Context: an optimization exercise on an open-source flow, tuned for small area. The choices shown serve that exercise and are no tape-out recipe. Only simulation tests tie the RTL to the original design; equivalence was not proved. Power is estimated from default activity; no workload was simulated. The flow treats the clock pin as an ideal source, which a real chip does not have.

--- flow/design.v ---
module dense_1_feeder #(
  parameter int IN_W            = 32,
  parameter int OUT_W           = 128,
  parameter int WORDS_PER_FRAME = 8,
  parameter int GAP             = 64,
  parameter int DEPTH           = 16
) (
  input  logic             clk,
  input  logic             rst,
  input  logic             vld_in,
  input  logic [IN_W-1:0]  data_in,
  output logic             rdy_out,
  output logic             vld_out,
  output logic [OUT_W-1:0] data_out,
  output logic             last_out,
  output logic             ovf
);
  localparam int PACK    = OUT_W / IN_W;
  localparam int PACK_W  = (PACK > 1) ? $clog2(PACK) : 1;
  localparam int FRAME_W = (WORDS_PER_FRAME > 1) ? $clog2(WORDS_PER_FRAME) : 1;
  localparam int GAP_W   = $clog2(GAP);
  localparam int CNT_W   = $clog2(DEPTH) + 1;
  localparam int RING_N  = DEPTH - 1;
  localparam int POS_W   = $clog2(RING_N);
  localparam int TAP     = 4;
  localparam logic [POS_W:0] RING_NV = RING_N;
  logic [PACK_W-1:0]        pack_cnt;
  logic [GAP_W-1:0]         gap_cnt;
  logic [FRAME_W-1:0]       rd_idx;
  logic [CNT_W-1:0]         fifo_count;
  logic [RING_N-1:0][PACK-1:0][IN_W-1:0] ring_q;
  logic [RING_N-1:0][PACK-1:0][IN_W-1:0] ring;
  logic [POS_W-1:0]             r_pos;      
  logic [CNT_W-1:0]             n_slot;     
  logic [PACK-1:0][IN_W-1:0]    lb;
  logic [PACK-1:0]              lb_vld;
  logic [RING_N-1:0][POS_W-1:0] in_dist;    
  logic [PACK-1:0][CNT_W-1:0]   occ;        
  logic [PACK-1:0]              missing;    
  logic                         packing;
  logic [PACK-1:0][IN_W-1:0]    hd;
  logic [PACK-1:0]              hd_fill;
  logic                         hd_vld;
  logic               accept;
  logic               push;
  logic               pop;
  logic               bypass;
  logic               at_tap;
  logic [PACK-1:0]    tap_fill;
  logic [PACK-1:0]    fill_now;
  logic               release_hd;
  logic [PACK-1:0]    drop;
  logic [PACK-1:0]    beat_here;
  logic [RING_N-1:0][PACK-1:0] wr_here;
  logic [PACK-1:0]    wr_lane;
  logic [POS_W-1:0]   last_dist;
  logic               keep_last;
  assign rdy_out = !rst && (fifo_count < CNT_W'(DEPTH));
  assign accept  = vld_in && rdy_out;
  assign push    = accept && (pack_cnt == PACK_W'(PACK - 1));
  assign pop     = (fifo_count != '0) && (gap_cnt == '0);
  assign hd_vld  = &hd_fill;
  assign packing = (pack_cnt != '0);
  assign n_slot  = fifo_count - CNT_W'(hd_vld) + CNT_W'(packing);
  always_comb begin
    for (int j = 0; j < PACK; j++) begin
      missing[j] = packing && (pack_cnt <= PACK_W'(PACK - 1 - j));
      occ[j]     = n_slot - CNT_W'(lb_vld[j]) - CNT_W'(missing[j]);
    end
    for (int p = 0; p < RING_N; p++) begin
      logic [POS_W:0] back;
      back       = POS_W'(r_pos) + RING_NV - ((p + RING_N - 1) % RING_N);
      in_dist[p] = (back >= RING_NV) ? POS_W'(back - RING_NV) : back[POS_W-1:0];
    end
  end
  always_comb begin
    for (int j = 0; j < PACK; j++) begin
      beat_here[j] = accept && (pack_cnt == PACK_W'(PACK - 1 - j));
    end
  end
  assign bypass = (fifo_count == '0);
  assign at_tap = !hd_vld && (r_pos == POS_W'(RING_N - 1));
  always_comb begin
    for (int j = 0; j < PACK; j++) begin
      tap_fill[j] = at_tap && (occ[j] != '0);
      fill_now[j] = tap_fill[j] || (bypass && beat_here[j]);
    end
  end
  assign release_hd = !rst && !hd_vld && (&(hd_fill | fill_now));
  always_comb begin
    for (int j = 0; j < PACK; j++) begin
      drop[j] = release_hd && (occ[j] == '0);
    end
  end
  always_comb begin
    for (int j = 0; j < PACK; j++) begin
      wr_lane[j] = 1'b0;
      for (int p = 0; p < RING_N; p++) begin
        wr_here[p][j] = (p % TAP == 0) && !rst && lb_vld[j] && !drop[j] &&
                        (occ[j] == {1'b0, in_dist[p]});
        wr_lane[j] = wr_lane[j] | wr_here[p][j];
      end
    end
  end
  assign last_dist = in_dist[0];
  assign keep_last = !rst && !(release_hd && r_pos == POS_W'(RING_N - 1)) &&
                     ({1'b0, last_dist} < n_slot);
  always_comb begin
    for (int p = 0; p < RING_N; p++) begin
      ring[p] = ((p / TAP) % 2 == 1) ? ~ring_q[p] : ring_q[p];
    end
  end
  always_ff @(posedge clk) begin
    for (int j = 0; j < PACK; j++) begin
      for (int p = 0; p < RING_N; p++) begin
        if (p == 0) begin
          ring_q[p][j] <= (ring[RING_N-1][j] & {IN_W{keep_last}}) | (lb[j] & {IN_W{wr_here[p][j]}});
        end else if (p % TAP == 0) begin
          ring_q[p][j] <= (((p / TAP) % 2 == 1) ? ~(ring[p-1][j] | (lb[j] & {IN_W{wr_here[p][j]}}))
                                                :  (ring[p-1][j] | (lb[j] & {IN_W{wr_here[p][j]}})));
        end else begin
          ring_q[p][j] <= ring_q[p-1][j];
        end
      end
    end
  end
  always_ff @(posedge clk) begin
    for (int j = 0; j < PACK; j++) begin
      if (beat_here[j]) lb[j] <= data_in;
      if (bypass && beat_here[j]) begin
        hd[j] <= data_in;
      end else if (tap_fill[j]) begin
        hd[j] <= ring[RING_N-1][j];
      end
    end
  end
  always_ff @(posedge clk) begin
    if (rst) begin
      pack_cnt   <= '0;
      gap_cnt    <= '0;
      rd_idx     <= '0;
      fifo_count <= '0;
      r_pos      <= '0;
      lb_vld     <= '0;
      hd_fill    <= '0;
      vld_out    <= 1'b0;
      data_out   <= '0;
      last_out   <= 1'b0;
      ovf        <= 1'b0;
    end else begin
      if (vld_in && !rdy_out) begin
        ovf <= 1'b1;
      end
      if (accept) begin
        pack_cnt <= pack_cnt + 1'b1;
      end
      if (push && !pop) begin
        fifo_count <= fifo_count + 1'b1;
      end else if (pop && !push) begin
        fifo_count <= fifo_count - 1'b1;
      end
      if (pop) begin
        gap_cnt <= GAP_W'(GAP - 1);
      end else if (gap_cnt != '0) begin
        gap_cnt <= gap_cnt - 1'b1;
      end
      if (!release_hd) r_pos <= (r_pos == POS_W'(RING_N - 1)) ? '0 : r_pos + 1'b1;
      for (int j = 0; j < PACK; j++) begin
        if (beat_here[j] && !drop[j]) begin
          lb_vld[j] <= 1'b1;
        end else if (wr_lane[j] || drop[j]) begin
          lb_vld[j] <= 1'b0;
        end
      end
      if (pop) begin
        hd_fill <= '0;
      end else begin
        hd_fill <= hd_fill | fill_now;
      end
      vld_out <= pop;
      if (pop) begin
        rd_idx   <= rd_idx + 1'b1;
        data_out <= hd;
        last_out <= (rd_idx == FRAME_W'(WORDS_PER_FRAME - 1));
      end else begin
        last_out <= 1'b0;
      end
    end
  end
endmodule
--- flow/flow/run.sh ---
#!/bin/bash
set -euo pipefail
here=$PWD
res=$here/orfs/results/$FLOW_PLATFORM/dense_1_feeder/base

# 1. standard synthesis, up to the Yosys netlist
bash standard.sh $res/1_2_yosys.v > synth.log 2>&1

# re-map the combinational logic
mkdir -p remap
cp $res/1_2_yosys.v remap/in.v
cp $res/1_2_yosys.v remap/standard_1_2_yosys.v
export REMAP_LIB=$FLOW_HOME/platforms/$FLOW_PLATFORM/lib/sky130_fd_sc_hd__tt_025C_1v80.lib
YOSYS=${YOSYS_EXE:-$FLOW_HOME/../tools/install/yosys/bin/yosys}
(cd remap && $YOSYS -c $here/flow/remap.tcl) > remap.log 2>&1
cp remap/out.v $res/1_2_yosys.v
touch $res/1_2_yosys.v

# 2. the rest of the standard flow, with its own clock tree settings and
#    the smallest buffer on each port
export CTS_ARGS="-sink_clustering_enable -repair_clock_nets -dont_use_dummy_load -sink_clustering_size 18 -sink_clustering_max_diameter 50 -buf_list {sky130_fd_sc_hd__clkbuf_16 sky130_fd_sc_hd__clkbuf_8} -sink_clustering_buffer sky130_fd_sc_hd__clkbuf_8"
export BUFFER_PORTS_ARGS="-buffer_cell sky130_fd_sc_hd__buf_1"
bash standard.sh > layout.log 2>&1
--- flow/flow/remap.tcl ---
# Re-map the combinational logic of the standard synthesis netlist for
# area. Flip-flops (and tie cells) are kept as they are: same instances,
# names and cell types. Reads in.v, writes out.v in the current folder.
set lib $::env(REMAP_LIB)
yosys read_liberty -ignore_miss_func $lib
yosys read_verilog -sv in.v
yosys hierarchy -top $::env(FLOW_TOP)
yosys blackbox sky130_fd_sc_hd__conb_1 sky130_fd_sc_hd__dfbbn_1 sky130_fd_sc_hd__dfbbn_2 sky130_fd_sc_hd__dfbbp_1 sky130_fd_sc_hd__dfrbp_1 sky130_fd_sc_hd__dfrbp_2 sky130_fd_sc_hd__dfrtn_1 sky130_fd_sc_hd__dfrtp_1 sky130_fd_sc_hd__dfrtp_2 sky130_fd_sc_hd__dfrtp_4 sky130_fd_sc_hd__dfsbp_1 sky130_fd_sc_hd__dfsbp_2 sky130_fd_sc_hd__dfstp_1 sky130_fd_sc_hd__dfstp_2 sky130_fd_sc_hd__dfstp_4 sky130_fd_sc_hd__dfxbp_1 sky130_fd_sc_hd__dfxbp_2 sky130_fd_sc_hd__dfxtp_1 sky130_fd_sc_hd__dfxtp_2 sky130_fd_sc_hd__dfxtp_4 sky130_fd_sc_hd__dlclkp_1 sky130_fd_sc_hd__dlclkp_2 sky130_fd_sc_hd__dlclkp_4 sky130_fd_sc_hd__dlrbn_1 sky130_fd_sc_hd__dlrbn_2 sky130_fd_sc_hd__dlrbp_1 sky130_fd_sc_hd__dlrbp_2 sky130_fd_sc_hd__dlrtn_1 sky130_fd_sc_hd__dlrtn_2 sky130_fd_sc_hd__dlrtn_4 sky130_fd_sc_hd__dlrtp_1 sky130_fd_sc_hd__dlrtp_2 sky130_fd_sc_hd__dlrtp_4 sky130_fd_sc_hd__dlxbn_1 sky130_fd_sc_hd__dlxbn_2 sky130_fd_sc_hd__dlxbp_1 sky130_fd_sc_hd__dlxtn_1 sky130_fd_sc_hd__dlxtn_2 sky130_fd_sc_hd__dlxtn_4 sky130_fd_sc_hd__dlxtp_1 sky130_fd_sc_hd__dlygate4sd1_1 sky130_fd_sc_hd__dlygate4sd2_1 sky130_fd_sc_hd__dlygate4sd3_1 sky130_fd_sc_hd__dlymetal6s2s_1 sky130_fd_sc_hd__dlymetal6s4s_1 sky130_fd_sc_hd__dlymetal6s6s_1 sky130_fd_sc_hd__edfxbp_1 sky130_fd_sc_hd__edfxtp_1 sky130_fd_sc_hd__sdfbbn_1 sky130_fd_sc_hd__sdfbbn_2 sky130_fd_sc_hd__sdfbbp_1 sky130_fd_sc_hd__sdfrbp_1 sky130_fd_sc_hd__sdfrbp_2 sky130_fd_sc_hd__sdfrtn_1 sky130_fd_sc_hd__sdfrtp_1 sky130_fd_sc_hd__sdfrtp_2 sky130_fd_sc_hd__sdfrtp_4 sky130_fd_sc_hd__sdfsbp_1 sky130_fd_sc_hd__sdfsbp_2 sky130_fd_sc_hd__sdfstp_1 sky130_fd_sc_hd__sdfstp_2 sky130_fd_sc_hd__sdfstp_4 sky130_fd_sc_hd__sdfxbp_1 sky130_fd_sc_hd__sdfxbp_2 sky130_fd_sc_hd__sdfxtp_1 sky130_fd_sc_hd__sdfxtp_2 sky130_fd_sc_hd__sdfxtp_4 
yosys flatten
yosys opt_clean -purge
yosys abc -liberty $lib -script "+strash;dc2;dch,-f;amap,-m;topo" -dont_use sky130_fd_sc_hd__lpflow_bleeder_1 -dont_use sky130_fd_sc_hd__lpflow_clkbufkapwr_1 -dont_use sky130_fd_sc_hd__lpflow_clkbufkapwr_16 -dont_use sky130_fd_sc_hd__lpflow_clkbufkapwr_2 -dont_use sky130_fd_sc_hd__lpflow_clkbufkapwr_4 -dont_use sky130_fd_sc_hd__lpflow_clkbufkapwr_8 -dont_use sky130_fd_sc_hd__lpflow_clkinvkapwr_1 -dont_use sky130_fd_sc_hd__lpflow_clkinvkapwr_16 -dont_use sky130_fd_sc_hd__lpflow_clkinvkapwr_2 -dont_use sky130_fd_sc_hd__lpflow_clkinvkapwr_4 -dont_use sky130_fd_sc_hd__lpflow_clkinvkapwr_8 -dont_use sky130_fd_sc_hd__lpflow_decapkapwr_12 -dont_use sky130_fd_sc_hd__lpflow_decapkapwr_3 -dont_use sky130_fd_sc_hd__lpflow_decapkapwr_4 -dont_use sky130_fd_sc_hd__lpflow_decapkapwr_6 -dont_use sky130_fd_sc_hd__lpflow_decapkapwr_8 -dont_use sky130_fd_sc_hd__lpflow_inputiso0n_1 -dont_use sky130_fd_sc_hd__lpflow_inputiso0p_1 -dont_use sky130_fd_sc_hd__lpflow_inputiso1n_1 -dont_use sky130_fd_sc_hd__lpflow_inputiso1p_1 -dont_use sky130_fd_sc_hd__lpflow_inputisolatch_1 -dont_use sky130_fd_sc_hd__lpflow_isobufsrc_1 -dont_use sky130_fd_sc_hd__lpflow_isobufsrc_16 -dont_use sky130_fd_sc_hd__lpflow_isobufsrc_2 -dont_use sky130_fd_sc_hd__lpflow_isobufsrc_4 -dont_use sky130_fd_sc_hd__lpflow_isobufsrc_8 -dont_use sky130_fd_sc_hd__lpflow_isobufsrckapwr_16 -dont_use sky130_fd_sc_hd__lpflow_lsbuf_lh_hl_isowell_tap_1 -dont_use sky130_fd_sc_hd__lpflow_lsbuf_lh_hl_isowell_tap_2 -dont_use sky130_fd_sc_hd__lpflow_lsbuf_lh_hl_isowell_tap_4 -dont_use sky130_fd_sc_hd__lpflow_lsbuf_lh_isowell_4 -dont_use sky130_fd_sc_hd__lpflow_lsbuf_lh_isowell_tap_1 -dont_use sky130_fd_sc_hd__lpflow_lsbuf_lh_isowell_tap_2 -dont_use sky130_fd_sc_hd__lpflow_lsbuf_lh_isowell_tap_4 -dont_use sky130_fd_sc_hd__probe_p_8 -dont_use sky130_fd_sc_hd__probec_p_8 
yosys opt_clean -purge
yosys hilomap -singleton -hicell sky130_fd_sc_hd__conb_1 HI -locell sky130_fd_sc_hd__conb_1 LO
yosys opt_clean -purge
yosys tee -o stat.txt stat -liberty $lib
yosys write_verilog -noattr -noexpr -nohex -nodec out.v
--- flow/standard.sh ---
#!/bin/bash
# synth_recipe.tcl (not shown) runs the flow's synth.tcl, then flattens the netlist and writes it again
# the make line also repeats each setting of config.mk as NAME=value (left out here)
make -C /OpenROAD-flow-scripts/flow DESIGN_CONFIG=/design/flow/config.mk WORK_HOME=/design/flow/orfs CLKGATE_MAP_FILE= SYNTH_SCRIPT=/design/flow/synth_recipe.tcl "${@:-finish}"
--- flow/config.mk ---
export PLATFORM = sky130hd
export DESIGN_NAME = dense_1_feeder
export DESIGN_NICKNAME = dense_1_feeder
export VERILOG_FILES = /design/flow/design.v
export SDC_FILE = /design/flow/constraint.sdc
export NUM_CORES = 4
export LEC_CHECK = 0
export ABC_AREA = 1
export CAP_MARGIN = 0
export CORE_MARGIN = 2
export CORE_UTILIZATION = 60
export SLEW_MARGIN = 0
--- flow/constraint.sdc ---
create_clock -name core_clock -period 5.0 [get_ports {clk}]
set_input_delay 1.0000 -clock core_clock [delete_from_list [all_inputs] [get_ports {clk}]]
set_output_delay 1.0000 -clock core_clock [all_outputs]
set_load 0.01 [all_outputs]
==> results of run 1 <==
[layer usage]
metal / part of all wire [%] / global-route usage, % / vias up
met3: 6.4 / 5.14 / 207
met4: 2.6 / 8.16 / 0
met2: 46 / 42.7 / 842
met1: 45 / 38.2 / 15100
met5: 0 / 0 / -
li1: - / - / 13900
[power breakdown]
part           leakage [nW]  switching [W]  internal, W  total, W
registers              19.2       0.000677       0.0207    0.0214
logic                  2.97        0.00211      0.00101   0.00312
clock network          1.22        0.00525      0.00314   0.00839
total                  23.4        0.00804       0.0248    0.0329
[state kept, by name, indices dropped and copies added (netlist names)]
signal,flops
rd_idx,3
lb,128
pack_cnt,2
hd_fill,4
last_out,1
vld_out,1
fifo_count,5
r_pos,4
hd,128
ovf,1
gap_cnt,6
lb_vld,4
ring_q,1920
data_out,128
[per-stage QoR]
step / hold slack (ps) / util (%)
after global placement: 310 / 64.1
after detailed placement: 312 / 64.1
final: 276 / 66.7
after global routing: 269 / 66.7
after CTS: 272 / 66.6
after floorplan: 310 / -
[timing repair]
item | in CTS | in global routing
gates cloned | 1 | 1
setup endpoints to repair | 14 | 377
buffers inserted | 0 | 5
resized for setup | 0 | 18
pin swaps | 1 | 3
[worst reg2reg max path: stages (launching register included)]
cell and delay [ps]:
dfxtp_1 390, clkinv_1 250, o22ai_1 350, clkinv_1 110, o22ai_1 220, nor2_1 80
a21oi_2 220, nor2_1 130, a21oi_2 160, inv_2 90, nor4_4 410, o21ai_4 120
nor2_1 120, or3_1 160, nor4_4 60, buf_4 170, a21oi_2 230, nand2_1 130
or2_4 300, nor4_4 330, buf_12 230, nor4_1 80, o21a_1 170
[layout make-up]
class	instances	share of cell area, %
Antenna cell	1	0.00397
Multi-Input combinational cell	1131	11.4
Timing Repair Buffer	279	2.72
Clock buffer	157	3.73
Sequential cell	2335	78.2
Inverter	241	1.47
Tap cell	1265	2.51
[worst max path at each step]
stage | from | to | cells after the start | slack [ps]
floorplan | rst | ring_q[0] | 12 | -4340
global placement | hd_fill[1] | ring_q[550] | 28 | 180
detailed placement | pack_cnt[1] | ring_q[575] | 25 | -8
CTS | pack_cnt[1] | lb_vld[3] | 25 | 140
global route | pack_cnt[1] | lb_vld[3] | 25 | -30
finish | fifo_count[1] | lb_vld[3] | 22 | 350
==> notes.md, run 1 <==
status=timing/DRC/antenna clean; vias per cell=5.56; Syn-to-layout area delta=10.6%; period utilisation layout=93.1%; reg-to-reg slack, setup=350 ps; YS warnings=1; crit start category=flop; initial core utilization=60.3%; # DRC=0; CORE AREA=94600 sq um; Final Cell Area=63100 sq um; Critical Path RT=5580 ps; slowest stage delay, CP=410 ps; worst skew pair latency=760 ps; Max Freq=215 MHz; CP cell instances=clkinv_1 > o22ai_1 > clkinv_1 > o22ai_1 > nor2_1 > a21oi_2 > nor2_1 > a21oi_2 > inv_2 > nor4_4 > o21ai_4 > nor2_1 > or3_1 > nor4_4 > buf_4 > a21oi_2 > nand2_1 > or2_4 > nor4_4 > buf_12 > nor4_1 > o21a_1; post-detailed-routing wire length=132000 um; Crit Path Max Fanout=19; area of the multi-input gates=7180 sq um; reg2reg end=lb_vld[3]; Setup TNS Final=0 ps; FF-to-FF Start=fifo_count[1]; Post-DP HPWL=80600 um; final instance count without filler cells=5409; Post-Syn Instances=3705; Worst slew margin=22.5%; Setup Skew=106 ps; crit path kind=reg2reg; hold path depth=0; min-delay src=ring_q[1630]; Die ar.=97500 sq um; initial drt markers=2352; average size of a mapped cell=15.4 sq um; post-route minimum period=4650 ps; Fin. Hold Viols=0; Worst Hold End=ring_q[1758]; clock root cell=clkbuf_16; row count=113; pwr dens=521 nW/um^2; Post-Place Setup Slack=-8.38 ps; CTS tree=yes; Setup-failing EPs final=0; leakage power=23.4 nW; GRT overflow=0; DRT Pass-1 Iters=6; post-DR wirelength/cell=24.4 um; port bufs=166; first-pass GRT wire length=194000 um; Worst Path Arrival=5230 ps; placed cell areas=60600 sq um; antenna-violating nets left=0; HP Class=reg2reg; Post-Syn Nets=3740; commonest non-fill, non-tap cells in the layout=dfxtp_1 (2079), o22ai_1 (295), edfxtp_1 (256); number of nets in the layout=4180; worst vdd ir=355 uV; Max Cap Violations=0; Die Y=312 um; Least-Margin Pin Slew=1150 ps; CP endpoint kind=flop; layout cell share with drive strength beyond 1=8.01%; IO Pins=167; vias=30100; placed cell count=5244; commonest non-fill, non-tap cell in the layout=dfxtp_1; Buf/Inv on CP=5; Power Total=0.0329 W; PnR worst setup slack=345 ps; clock buffer depth=3; Fill cells=6759; Max Transition Viols Final=0; clk sink count=2335; H-tree depth=4; GRT Total Usage=27.0%; largest net degree at the start of global routing=85; GPL Wtd Cong=0.880; initial antenna violation count=12; Clk pin slew, worst setup/hold paths=100 ps; sequential cell area=49300 sq um; critical path's slowest cell=nor4_4; die width=312 um; top cell family by delay on the critical path=simple AND/OR/NAND/NOR gates; Reg2Reg Depth=22; cts bufs inserted=157; Cell Area, Synth=57000 sq um; Hold Buf Count CTS=0; vias in the first global route=30600
==> run 2, diff against run 1 <==
--- a/flow/flow/run.sh
+++ b/flow/flow/run.sh
@@ -20,3 +20,3 @@
 #    the smallest buffer on each port
-export CTS_ARGS="-sink_clustering_enable -repair_clock_nets -dont_use_dummy_load -sink_clustering_size 18 -sink_clustering_max_diameter 50 -buf_list {sky130_fd_sc_hd__clkbuf_16 sky130_fd_sc_hd__clkbuf_8} -sink_clustering_buffer sky130_fd_sc_hd__clkbuf_8"
+export CTS_ARGS="-sink_clustering_enable -repair_clock_nets -dont_use_dummy_load -sink_clustering_size 30 -sink_clustering_max_diameter 90"
 export BUFFER_PORTS_ARGS="-buffer_cell sky130_fd_sc_hd__buf_1"
--- a/flow/flow/remap.tcl
+++ b/flow/flow/remap.tcl
@@ -7,3 +7,3 @@
 yosys hierarchy -top $::env(FLOW_TOP)
-yosys blackbox sky130_fd_sc_hd__conb_1 sky130_fd_sc_hd__dfbbn_1 sky130_fd_sc_hd__dfbbn_2 sky130_fd_sc_hd__dfbbp_1 sky130_fd_sc_hd__dfrbp_1 sky130_fd_sc_hd__dfrbp_2 sky130_fd_sc_hd__dfrtn_1 sky130_fd_sc_hd__dfrtp_1 sky130_fd_sc_hd__dfrtp_2 sky130_fd_sc_hd__dfrtp_4 sky130_fd_sc_hd__dfsbp_1 sky130_fd_sc_hd__dfsbp_2 sky130_fd_sc_hd__dfstp_1 sky130_fd_sc_hd__dfstp_2 sky130_fd_sc_hd__dfstp_4 sky130_fd_sc_hd__dfxbp_1 sky130_fd_sc_hd__dfxbp_2 sky130_fd_sc_hd__dfxtp_1 sky130_fd_sc_hd__dfxtp_2 sky130_fd_sc_hd__dfxtp_4 sky130_fd_sc_hd__dlclkp_1 sky130_fd_sc_hd__dlclkp_2 sky130_fd_sc_hd__dlclkp_4 sky130_fd_sc_hd__dlrbn_1 sky130_fd_sc_hd__dlrbn_2 sky130_fd_sc_hd__dlrbp_1 sky130_fd_sc_hd__dlrbp_2 sky130_fd_sc_hd__dlrtn_1 sky130_fd_sc_hd__dlrtn_2 sky130_fd_sc_hd__dlrtn_4 sky130_fd_sc_hd__dlrtp_1 sky130_fd_sc_hd__dlrtp_2 sky130_fd_sc_hd__dlrtp_4 sky130_fd_sc_hd__dlxbn_1 sky130_fd_sc_hd__dlxbn_2 sky130_fd_sc_hd__dlxbp_1 sky130_fd_sc_hd__dlxtn_1 sky130_fd_sc_hd__dlxtn_2 sky130_fd_sc_hd__dlxtn_4 sky130_fd_sc_hd__dlxtp_1 sky130_fd_sc_hd__dlygate4sd1_1 sky130_fd_sc_hd__dlygate4sd2_1 sky130_fd_sc_hd__dlygate4sd3_1 sky130_fd_sc_hd__dlymetal6s2s_1 sky130_fd_sc_hd__dlymetal6s4s_1 sky130_fd_sc_hd__dlymetal6s6s_1 sky130_fd_sc_hd__edfxbp_1 sky130_fd_sc_hd__edfxtp_1 sky130_fd_sc_hd__sdfbbn_1 sky130_fd_sc_hd__sdfbbn_2 sky130_fd_sc_hd__sdfbbp_1 sky130_fd_sc_hd__sdfrbp_1 sky130_fd_sc_hd__sdfrbp_2 sky130_fd_sc_hd__sdfrtn_1 sky130_fd_sc_hd__sdfrtp_1 sky130_fd_sc_hd__sdfrtp_2 sky130_fd_sc_hd__sdfrtp_4 sky130_fd_sc_hd__sdfsbp_1 sky130_fd_sc_hd__sdfsbp_2 sky130_fd_sc_hd__sdfstp_1 sky130_fd_sc_hd__sdfstp_2 sky130_fd_sc_hd__sdfstp_4 sky130_fd_sc_hd__sdfxbp_1 sky130_fd_sc_hd__sdfxbp_2 sky130_fd_sc_hd__sdfxtp_1 sky130_fd_sc_hd__sdfxtp_2 sky130_fd_sc_hd__sdfxtp_4 
+yosys blackbox sky130_fd_sc_hd__conb_1 sky130_fd_sc_hd__dfbbn_1 sky130_fd_sc_hd__dfbbn_2 sky130_fd_sc_hd__dfbbp_1 sky130_fd_sc_hd__dfrbp_1 sky130_fd_sc_hd__dfrbp_2 sky130_fd_sc_hd__dfrtn_1 sky130_fd_sc_hd__dfrtp_1 sky130_fd_sc_hd__dfrtp_2 sky130_fd_sc_hd__dfrtp_4 sky130_fd_sc_hd__dfsbp_1 sky130_fd_sc_hd__dfsbp_2 sky130_fd_sc_hd__dfstp_1 sky130_fd_sc_hd__dfstp_2 sky130_fd_sc_hd__dfstp_4 sky130_fd_sc_hd__dfxbp_1 sky130_fd_sc_hd__dfxbp_2 sky130_fd_sc_hd__dfxtp_1 sky130_fd_sc_hd__dfxtp_2 sky130_fd_sc_hd__dfxtp_4 sky130_fd_sc_hd__dlclkp_1 sky130_fd_sc_hd__dlclkp_2 sky130_fd_sc_hd__dlclkp_4 sky130_fd_sc_hd__dlrbn_1 sky130_fd_sc_hd__dlrbn_2 sky130_fd_sc_hd__dlrbp_1 sky130_fd_sc_hd__dlrbp_2 sky130_fd_sc_hd__dlrtn_1 sky130_fd_sc_hd__dlrtn_2 sky130_fd_sc_hd__dlrtn_4 sky130_fd_sc_hd__dlrtp_1 sky130_fd_sc_hd__dlrtp_2 sky130_fd_sc_hd__dlrtp_4 sky130_fd_sc_hd__dlxbn_1 sky130_fd_sc_hd__dlxbn_2 sky130_fd_sc_hd__dlxbp_1 sky130_fd_sc_hd__dlxtn_1 sky130_fd_sc_hd__dlxtn_2 sky130_fd_sc_hd__dlxtn_4 sky130_fd_sc_hd__dlxtp_1 sky130_fd_sc_hd__dlygate4sd1_1 sky130_fd_sc_hd__dlygate4sd2_1 sky130_fd_sc_hd__dlygate4sd3_1 sky130_fd_sc_hd__dlymetal6s2s_1 sky130_fd_sc_hd__dlymetal6s4s_1 sky130_fd_sc_hd__dlymetal6s6s_1 sky130_fd_sc_hd__edfxbp_1 sky130_fd_sc_hd__edfxtp_1 sky130_fd_sc_hd__sdfbbn_1 sky130_fd_sc_hd__sdfbbn_2 sky130_fd_sc_hd__sdfbbp_1 sky130_fd_sc_hd__sdfrbp_1 sky130_fd_sc_hd__sdfrbp_2 sky130_fd_sc_hd__sdfrtn_1 sky130_fd_sc_hd__sdfrtp_1 sky130_fd_sc_hd__sdfrtp_2 sky130_fd_sc_hd__sdfrtp_4 sky130_fd_sc_hd__sdfsbp_1 sky130_fd_sc_hd__sdfsbp_2 sky130_fd_sc_hd__sdfstp_1 sky130_fd_sc_hd__sdfstp_2 sky130_fd_sc_hd__sdfstp_4 sky130_fd_sc_hd__sdfxbp_1 sky130_fd_sc_hd__sdfxbp_2 sky130_fd_sc_hd__sdfxtp_1 sky130_fd_sc_hd__sdfxtp_2 sky130_fd_sc_hd__sdfxtp_4
 yosys flatten
--- a/flow/config.mk
+++ b/flow/config.mk
@@ -10,3 +10,4 @@
 export CORE_MARGIN = 2
-export CORE_UTILIZATION = 60
+export CORE_UTILIZATION = 70
+export PLACE_DENSITY = 0.9
 export SLEW_MARGIN = 0
==> notes.md, run 2 <==
status=timing/DRC/antenna clean (unchanged); DRT Pass-1 Iters=6 (unchanged); leakage power=23.2 nW (was 23.4 nW); Post-DP HPWL=82000 um (was 80600 um); HP Class=reg2reg (unchanged); post-route minimum period=4750 ps (was 4650 ps); placed cell count=5036 (was 5244); Switching Share=24.9% (was 24.5%); Power Total=0.0331 W (was 0.0329 W); Worst slew margin=28.7% (was 22.5%); combinational fraction of design power=9.5% (about the same); layout cell share with drive strength beyond 1=6.31% (was 8.01%); Die Y=289 um (was 312 um); worst vdd ir=345 uV (was 355 uV); number of flip-flops in the largest register=1920 (unchanged); Syn-to-layout area delta=9.78% (was 10.6%); vias in the first global route=32300 (was 30600); Fill cells=3890 (was 6759); Max Transition Viols Final=0 (unchanged); Post-Syn Instances=3705 (unchanged); Hold Buf Count CTS=0 (unchanged); Setup TNS Final=0 ps (unchanged); row count=104 (was 113); largest net degree at the start of global routing=130 (was 85); post-detailed-routing wire length=146000 um (was 132000 um); IO Pins=167 (unchanged); clock root cell=clkbuf_16 (unchanged); crit start category=flop (unchanged); die width=289 um (was 312 um); GPL Wtd Cong=0.962 (was 0.880); number of nets in the layout=4109 (was 4180); H-tree depth=3 (was 4); GRT overflow=0 (unchanged); initial drt markers=3983 (was 2352); Fin. Hold Viols=0 (unchanged); DR WL met2=69400 um (was 61100 um); crit path kind=reg2reg (unchanged); worst skew pair latency=700 ps (was 760 ps); Cell Area, Synth=57000 sq um (unchanged); Finished Core Util=77.7% (was 66.7%); commonest non-fill, non-tap cells in the layout=dfxtp_1 (2079), o22ai_1 (295), edfxtp_1 (256) (unchanged); cts bufs inserted=88 (was 157); M1 WL=54100 um (was 59100 um); CP endpoint kind=flop (unchanged); RSZ-0062 raised after global routing=true; initial core utilization=70.8% (was 60.3%); Critical Path RT=5570 ps (was 5580 ps); clock buffer depth=3 (unchanged); Post-Syn Nets=3740 (unchanged); vias=32300 (was 30100); Max Freq=211 MHz (was 215 MHz); GRT Total Usage=34.5% (was 27.0%); CORE AREA=80500 sq um (was 94600 sq um); Setup Skew=55.1 ps (was 106 ps); YS warnings=1 (unchanged); Clock Power Share=25.6% (was 25.5%); Worst Path Arrival=5320 ps (was 5230 ps); wire length on met3=14800 um (was 8380 um); CTS tree=yes (unchanged); first-pass GRT wire length=210000 um (was 194000 um); Top Metal Used=met5 (was met4); Max Cap Violations=0 (unchanged); placed cell areas=60200 sq um (was 60600 sq um); port bufs=166 (unchanged); final instance count without filler cells=5136 (was 5409); share of power burned in registers=64.9% (was 65.0%); Clk pin slew, worst setup/hold paths=110 ps (was 100 ps); antenna-violating nets left=0 (unchanged); Psw=0.00825 W (was 0.00804 W); clk sink count=2335 (unchanged); average size of a mapped cell=15.4 sq um (unchanged); Die ar.=83700 sq um (was 97500 sq um); # DRC=0 (unchanged); Int Power=0.0248 W (about the same); Final Cell Area=62600 sq um (was 63100 sq um); period utilisation layout=94.9% (was 93.1%); Least-Margin Pin Slew=1060 ps (was 1150 ps); Setup-failing EPs final=0 (unchanged); initial antenna violation count=13 (was 12); vias per cell=6.29 (was 5.56); Crit Path Max Fanout=17 (was 19); commonest non-fill, non-tap cell in the layout=dfxtp_1 (unchanged); post-DR wirelength/cell=28.4 um (was 24.4 um); pwr dens=529 nW/um^2 (was 521 nW/um^2); Top reg by flops=ring_q (unchanged)
-- run 2: through the flow --
| step | hold WS (ps) | setup WS (ps) |
|---|---|---|
| floorplan | 310 | -4340 |
| global route | 267 | -44.7 |
| detailed placement | 312 | -65.8 |
| global placement | 310 | 180 |
| finish | 265 | 255 |
| CTS | 271 | 22.3 |
-- run 2: cell type report --
class,instances,area (sq um),share of cell area (%)
diodes,4,10.0,0.0160
clock buffers,88,2200,3.52
inverters,241,937,1.50
multi-input cells,1132,7200,11.5
flip-flops and latches,2335,49300,78.8
well taps,1060,1330,2.12
repair buffers,276,1600,2.55
-- run 2: layer usage --
layer / up-vias / GRT usage (%)
met5: - / 0
met4: 2 / 17.4
met3: 497 / 6.98
met2: 2183 / 55.3
met1: 15900 / 45.2
li1: 13700 / -
-- run 2: worst paths after layout --
check / cells after the start / end / slack (ps) / start
worst max-delay path: 25 / ring_q[1593] / 250 / pack_cnt[0]
worst min-delay path: 0 / ring_q[964] / 270 / ring_q[836]
worst max register to register: 25 / ring_q[1593] / 250 / pack_cnt[0]
worst min register to register: 0 / ring_q[964] / 270 / ring_q[836]
-- run 2: power groups by stage --
stage	registers, W	logic [W]	clock network, W
after floorplan	0.0216	0.00146	0
after global placement	0.0216	0.00284	0
after detailed placement	0.0218	0.00296	0
after global routing	0.0216	0.00328	0.00899
after CTS	0.0215	0.00304	0.00839
final	0.0215	0.00314	0.00846
-- run 2: critical path, cell delays in order, from the launching register on --
cell and delay (ps):
dfxtp_1 380, nor2_1 230, clkinv_1 140, nor2_1 180
nor2_1 100, nor2_1 120, a21oi_2 60, clkinv_1 110
nand2_1 90, nor2_1 160, nand2_1 150, nor2_2 190
a21oi_2 60, clkinv_1 120, nor4_2 50, buf_4 160
o21ai_4 140, nor2_1 60, or3_1 350, nor4_4 310
clkinv_2 110, buf_4 180, nor4_4 340, nor2_4 190
buf_4 290, a31oi_1 340
-- run 2: repair_timing --
action,in CTS,in global routing
setup endpoints to repair,56,340
gates resized for setup,2,26
cloned,1,2
pin swaps,0,5
setup buffers,0,5
==> run 3, diff against run 2 <==
--- a/flow/config.mk
+++ b/flow/config.mk
@@ -11,3 +11,3 @@
 export CORE_UTILIZATION = 70
-export PLACE_DENSITY = 0.9
+export PLACE_DENSITY = 0.8
 export SLEW_MARGIN = 0
==> notes.md, run 3 <==
Setup-failing EPs final=0 (unchanged); leakage power=23.1 nW (was 23.2 nW); Fin. Hold Viols=0 (unchanged); pwr dens=523 nW/um^2 (was 529 nW/um^2); antenna-violating nets left=0 (unchanged); Max Transition Viols Final=0 (unchanged); number of flip-flops in the largest register=1920 (unchanged); Finished Core Util=77.5% (was 77.7%); Worst slew margin=23.8% (was 28.7%); Least-Margin Pin Slew=1130 ps (was 1060 ps); worst skew pair latency=690 ps (was 700 ps); clock buffer depth=3 (unchanged); # DRC=0 (unchanged); reg-to-reg slack, setup=360 ps (was 250 ps); worst vdd ir=359 uV (was 345 uV); commonest non-fill, non-tap cells in the layout=dfxtp_1 (2079), o22ai_1 (294), edfxtp_1 (256) (was dfxtp_1 (2079), o22ai_1 (295), edfxtp_1 (256)); YS warnings=1 (unchanged); CTS tree=yes (unchanged); Hold Buf Count CTS=0 (unchanged); die width=289 um (unchanged); GPL Wtd Cong=0.930 (was 0.962); vias=30100 (was 32300); # diodes=0 (was 4); HP Class=reg2reg (unchanged); Post-Syn Nets=3740 (unchanged); Cell Area, Synth=57000 sq um (unchanged); commonest non-fill, non-tap cell in the layout=dfxtp_1 (unchanged); Critical Path RT=5540 ps (was 5570 ps); status=timing/DRC/antenna clean (unchanged); row count=104 (unchanged); Top reg by flops=ring_q (unchanged); Worst Path Arrival=5180 ps (was 5320 ps); GRT overflow=0 (unchanged); Die ar.=83700 sq um (unchanged); port bufs=166 (unchanged); clk sink count=2335 (unchanged); CP endpoint kind=flop (unchanged); crit path kind=reg2reg (unchanged); crit start category=flop (unchanged); Die Y=289 um (unchanged); post-route minimum period=4640 ps (was 4750 ps); GRT Total Usage=30.3% (was 34.5%); first-pass GRT wire length=185000 um (was 210000 um); post-detailed-routing wire length=127000 um (was 146000 um); number of nets in the layout=4087 (was 4109); post-DR wirelength/cell=24.8 um (was 28.4 um); layout cell share with drive strength beyond 1=5.95% (was 6.31%); vias per cell=5.89 (was 6.29); DRT Pass-1 Iters=7 (was 6); initial drt markers=2763 (was 3983); initial antenna violation count=7 (was 13); vias in the first global route=29500 (was 32300); Clk pin slew, worst setup/hold paths=110 ps (about the same); largest net degree at the start of global routing=92 (was 130); initial core utilization=70.8% (unchanged); Syn-to-layout area delta=9.55% (was 9.78%); CORE AREA=80500 sq um (unchanged); PnR worst setup slack=364 ps (was 255 ps); Post-DP HPWL=74800 um (was 82000 um); Max Freq=216 MHz (was 211 MHz); Post-Place Setup Slack=63.9 ps (was -65.8 ps); cts bufs inserted=88 (unchanged); H-tree depth=3 (unchanged); IO Pins=167 (unchanged); Crit Path Max Fanout=20 (was 17); Fill cells=4502 (was 3890); Setup Skew=70.8 ps (was 55.1 ps); clock root cell=clkbuf_16 (unchanged); Power Total=0.0327 W (was 0.0331 W); period utilisation layout=92.7% (was 94.9%); Post-Syn Instances=3705 (unchanged); average size of a mapped cell=15.4 sq um (unchanged); Max Cap Violations=0 (unchanged)
-- run 3: final timing paths --
kind                              startpoint           end  depth (start not counted)
worst min register to register  ring_q[1031]  ring_q[1159]                          0
worst min-delay path            ring_q[1031]  ring_q[1159]                          0
worst max register to register    hd_fill[1]   ring_q[630]                         23
worst max-delay path              hd_fill[1]   ring_q[630]                         23
-- run 3: final cells by class --
class	count	area [sq um]	share of cell area [%]
well taps	1060	1330	2.12
flip-flops and latches	2335	49300	79.0
clock buffers	88	2200	3.53
repair buffers	257	1490	2.38
inverters	241	938	1.50
multi-input cells	1129	7190	11.5
-- run 3: power breakdown --
part / switching, W / internal, W / leakage [nW] / total (W)
registers: 0.000678 / 0.0207 / 19.2 / 0.0214
clock network: 0.00513 / 0.00319 / 1.08 / 0.00831
logic: 0.00206 / 0.000933 / 2.85 / 0.00299
total: 0.00787 / 0.0248 / 23.1 / 0.0327
-- run 3: worst max-delay path: stages, from the launching register on --
cell	delay, ps
dfxtp_1	400
nand4_1	190
buf_4	200
nor2_1	200
nor2_1	110
a21oi_2	160
buf_4	180
nor2_1	60
o22ai_1	150
nor2_1	90
a21oi_1	530
nand3_1	280
clkinv_1	150
o21ai_4	70
nor2_2	160
nor4_4	70
buf_4	170
a21oi_2	180
nand2_1	120
or2_4	290
nor4_4	250
buf_4	220
buf_12	180
a21oi_1	100
-- run 3: repair_timing --
action / CTS / global route
endpoints found under the setup margin: 2 / 441
gates cloned: 0 / 0
pin swaps: 0 / 2
buffers inserted: 0 / 3
gates resized for setup: 1 / 23
-- run 3: stage by stage --
stage	hold WS, ps	TNS, ps	instances	area, sq um
after floorplan	310	-580040	3705	57300
after global placement	309	0	5019	60100
after detailed placement	312	0	5019	60100
after CTS	269	0	5107	62300
after global routing	257	-170	5110	62400
final	267	0	5110	62400
-- run 3: layer usage --
layer  up-vias  wire length (um)  part of all wire [%]  GRT usage [%]
met5         -                13                 0.010              0
li1      13700                 -                     -              -
met3       223              9680                   7.6           5.80
met1     15000             53600                    42           42.4
met2      1156             60100                    47           49.0
met4         2              3450                   2.7           8.22
==> run 4, diff against run 3 <==
--- a/flow/flow/run.sh
+++ b/flow/flow/run.sh
@@ -20,3 +20,3 @@
 #    the smallest buffer on each port
-export CTS_ARGS="-sink_clustering_enable -repair_clock_nets -dont_use_dummy_load -sink_clustering_size 30 -sink_clustering_max_diameter 90"
+export CTS_ARGS="-sink_clustering_enable -repair_clock_nets -dont_use_dummy_load -sink_clustering_size 34 -sink_clustering_max_diameter 100"
 export BUFFER_PORTS_ARGS="-buffer_cell sky130_fd_sc_hd__buf_1"
==> notes.md, run 4 <==
status=timing/DRC/antenna clean (unchanged); Fill cells=4526 (was 4502); HP Class=reg2reg (unchanged); PnR worst setup slack=253 ps (was 364 ps); Max Cap Violations=0 (unchanged); leakage power=23.0 nW (was 23.1 nW); Fin. Hold Viols=0 (unchanged); CP endpoint kind=flop (unchanged); Clk pin slew, worst setup/hold paths=120 ps (was 110 ps); CORE AREA=80500 sq um (unchanged); Worst slew margin=24.2% (was 23.8%); largest net degree at the start of global routing=92 (unchanged); first-pass GRT wire length=181000 um (was 185000 um); initial antenna violation count=10 (was 7); IO Pins=167 (unchanged); commonest non-fill, non-tap cells in the layout=dfxtp_1 (2079), o22ai_1 (294), edfxtp_1 (256) (unchanged); Setup-failing EPs final=0 (unchanged); Reg2Reg Depth=23 (unchanged); die width=289 um (unchanged); post-route minimum period=4750 ps (was 4640 ps); Die ar.=83700 sq um (unchanged); Worst Path Arrival=5320 ps (was 5180 ps); commonest non-fill, non-tap cell in the layout=dfxtp_1 (unchanged); layout cell share with drive strength beyond 1=5.84% (was 5.95%); Finished Core Util=77.3% (was 77.5%); # diodes=0 (unchanged); number of flip-flops in the largest register=1920 (unchanged); min-delay src=ring_q[67] (was ring_q[1031]); number of nets in the layout=4080 (was 4087); initial drt markers=2761 (was 2763); clock buffer depth=3 (unchanged); vias per cell=5.86 (was 5.89); Cell Area, Synth=57000 sq um (unchanged); reg2reg end=ring_q[1647] (was ring_q[630]); Top reg by flops=ring_q (unchanged); crit-path most repeated cell=nor2_1; Die Y=289 um (unchanged); crit start category=flop (unchanged); worst vdd ir=356 uV (was 359 uV); placed cell areas=60100 sq um (unchanged); post-DR wirelength/cell=24.4 um (was 24.8 um); hold path depth=0 (unchanged); FF-to-FF Start=hd_fill[1] (unchanged); Critical Path RT=5570 ps (was 5540 ps); crit path kind=reg2reg (unchanged); Post-Syn Nets=3740 (unchanged); GPL Wtd Cong=0.930 (unchanged); pwr dens=518 nW/um^2 (was 523 nW/um^2); port bufs=166 (unchanged); row count=104 (unchanged); post-detailed-routing wire length=124000 um (was 127000 um); worst skew pair latency=680 ps (was 690 ps); period utilisation layout=94.9% (was 92.7%); Worst Hold End=ring_q[195] (was ring_q[1159]); Crit Path Max Fanout=16 (was 20); critical path's slowest cell=a21oi_1 (unchanged); CP cell instances=nand4_1 > buf_4 > nor2_1 > nor2_1 > a21oi_2 > buf_4 > nor2_1 > o22ai_1 > nor2_1 > a21oi_1 > nand3_1 > clkinv_1 > o21ai_4 > nor2_2 > nor4_4 > buf_4 > a21oi_2 > nand2_1 > or2_4 > nor4_4 > buf_12 > buf_6 > a21oi_1 (was nand4_1 > buf_4 > nor2_1 > nor2_1 > a21oi_2 > buf_4 > nor2_1 > o22ai_1 > nor2_1 > a21oi_1 > nand3_1 > clkinv_1 > o21ai_4 > nor2_2 > nor4_4 > buf_4 > a21oi_2 > nand2_1 > or2_4 > nor4_4 > buf_4 > buf_12 > a21oi_1); cts bufs inserted=79 (was 88); top cell family by delay on the critical path=simple AND/OR/NAND/NOR gates (unchanged); Max Transition Viols Final=0 (unchanged); Setup Skew=70.8 ps (about the same); clock root cell=clkbuf_16 (unchanged); Least-Margin Pin Slew=1120 ps (was 1130 ps); Syn-to-layout area delta=9.25% (was 9.55%); Power Total=0.0322 W (was 0.0327 W); Final Cell Area=62300 sq um (was 62400 sq um); # DRC=0 (unchanged); vias=29900 (was 30100); crit path from=hd_fill[1] (unchanged); Buf/Inv on CP=6 (unchanged); GRT overflow=0 (unchanged); Max Freq=211 MHz (was 216 MHz); YS warnings=1 (unchanged); Post-DP HPWL=74800 um (unchanged); CTS tree=yes (unchanged); average size of a mapped cell=15.4 sq um (unchanged); clk sink count=2335 (unchanged); H-tree depth=3 (unchanged); Post-Syn Instances=3705 (unchanged); vias in the first global route=28900 (was 29500); initial core utilization=70.8% (unchanged); GRT Total Usage=29.5% (was 30.3%); antenna-violating nets left=0 (unchanged); slowest stage delay, CP=550 ps (was 530 ps); reg-to-reg slack, setup=250 ps (was 360 ps); DRT Pass-1 Iters=9 (was 7); Post-Place Setup Slack=63.9 ps (unchanged)
run 4: per-stage QoR:
| step | std cells | TNS [ps] | hold WS (ps) |
|---|---|---|---|
| global route | 5103 | -2310 | 271 |
| floorplan | 3705 | -580040 | 310 |
| finish | 5103 | 0 | 266 |
| detailed placement | 5019 | 0 | 312 |
| global placement | 5019 | 0 | 309 |
| CTS | 5098 | 0 | 268 |
run 4: worst max-delay path by stage:
stage	endpoint	slack, ps	cells past startpoint
floorplan	ring_q[0]	-4340	12
finish	ring_q[1647]	250	23
CTS	ring_q[630]	80	23
global placement	ring_q[554]	280	26
detailed placement	ring_q[566]	60	27
global route	ring_q[552]	-80	27
run 4: what timing repair did:
action	CTS	global route
pin swaps	0	3
cloned	0	1
setup endpoints to repair	11	443
setup buffers	0	4
hold buffers	0	0
gates resized for setup	1	25
run 4: final cells by class:
class | instances | area (sq um) | share of cell area, %
timing repair buffer | 259 | 1520 | 2.44
clock buffer | 79 | 1980 | 3.17
tap | 1060 | 1330 | 2.13
multi-input combinational | 1129 | 7200 | 11.6
sequential | 2335 | 49300 | 79.2
inverter | 241 | 950 | 1.52
run 4: routing by layer:
layer / global-route usage (%) / routed length [um] / vias up
li1: - / - / 13700
met1: 42.3 / 53500 / 14800
met2: 47.1 / 58100 / 1168
met3: 4.80 / 9440 / 227
met4: 8.13 / 3400 / 2
met5: 0 / 13 / -
run 4: power by group:
group	leakage (nW)	total, W	internal (W)	switching (W)
Sequential	19.2	0.0213	0.0207	0.000665
Clock	0.974	0.00790	0.00288	0.00502
Combinational	2.87	0.00299	0.000935	0.00205

port drivers added, routing unchanged:
In the flow no input, the clock included, has a driving cell. The finished layouts below were timed again as built, in two steps. Step 1 sets driving cells, clkbuf_16 on the clock port and buf_2 on the other inputs (assumed; they add their load-dependent delay and slew). Step 2, shift: input delay + t, output delay - t, t = (earliest + latest rising clock arrival at the registers) / 2. This alone moves slack from input paths to output paths. Three values: no drivers, after step 1, after step 2; two values: the first two.
run	shift t [ns]	setup WS [ns]	hold slack, ns	worst setup path at the end	worst slew at a driven data input, ns
run 1	0.776	0.345 / 0.345 / 0.345	0.276 / 0.276 / 0.276	register to register	0.09
run 2	0.726	0.255 / 0.255 / 0.255	0.265 / 0.265 / 0.265	register to register	0.11
run 3	0.717	0.364 / 0.364 / 0.364	0.267 / 0.267 / 0.267	register to register	0.10
run 4	0.713	0.253 / 0.253 / 0.253	0.266 / 0.266 / 0.266	register to register	0.09
After both steps setup and hold are still met in every run listed.
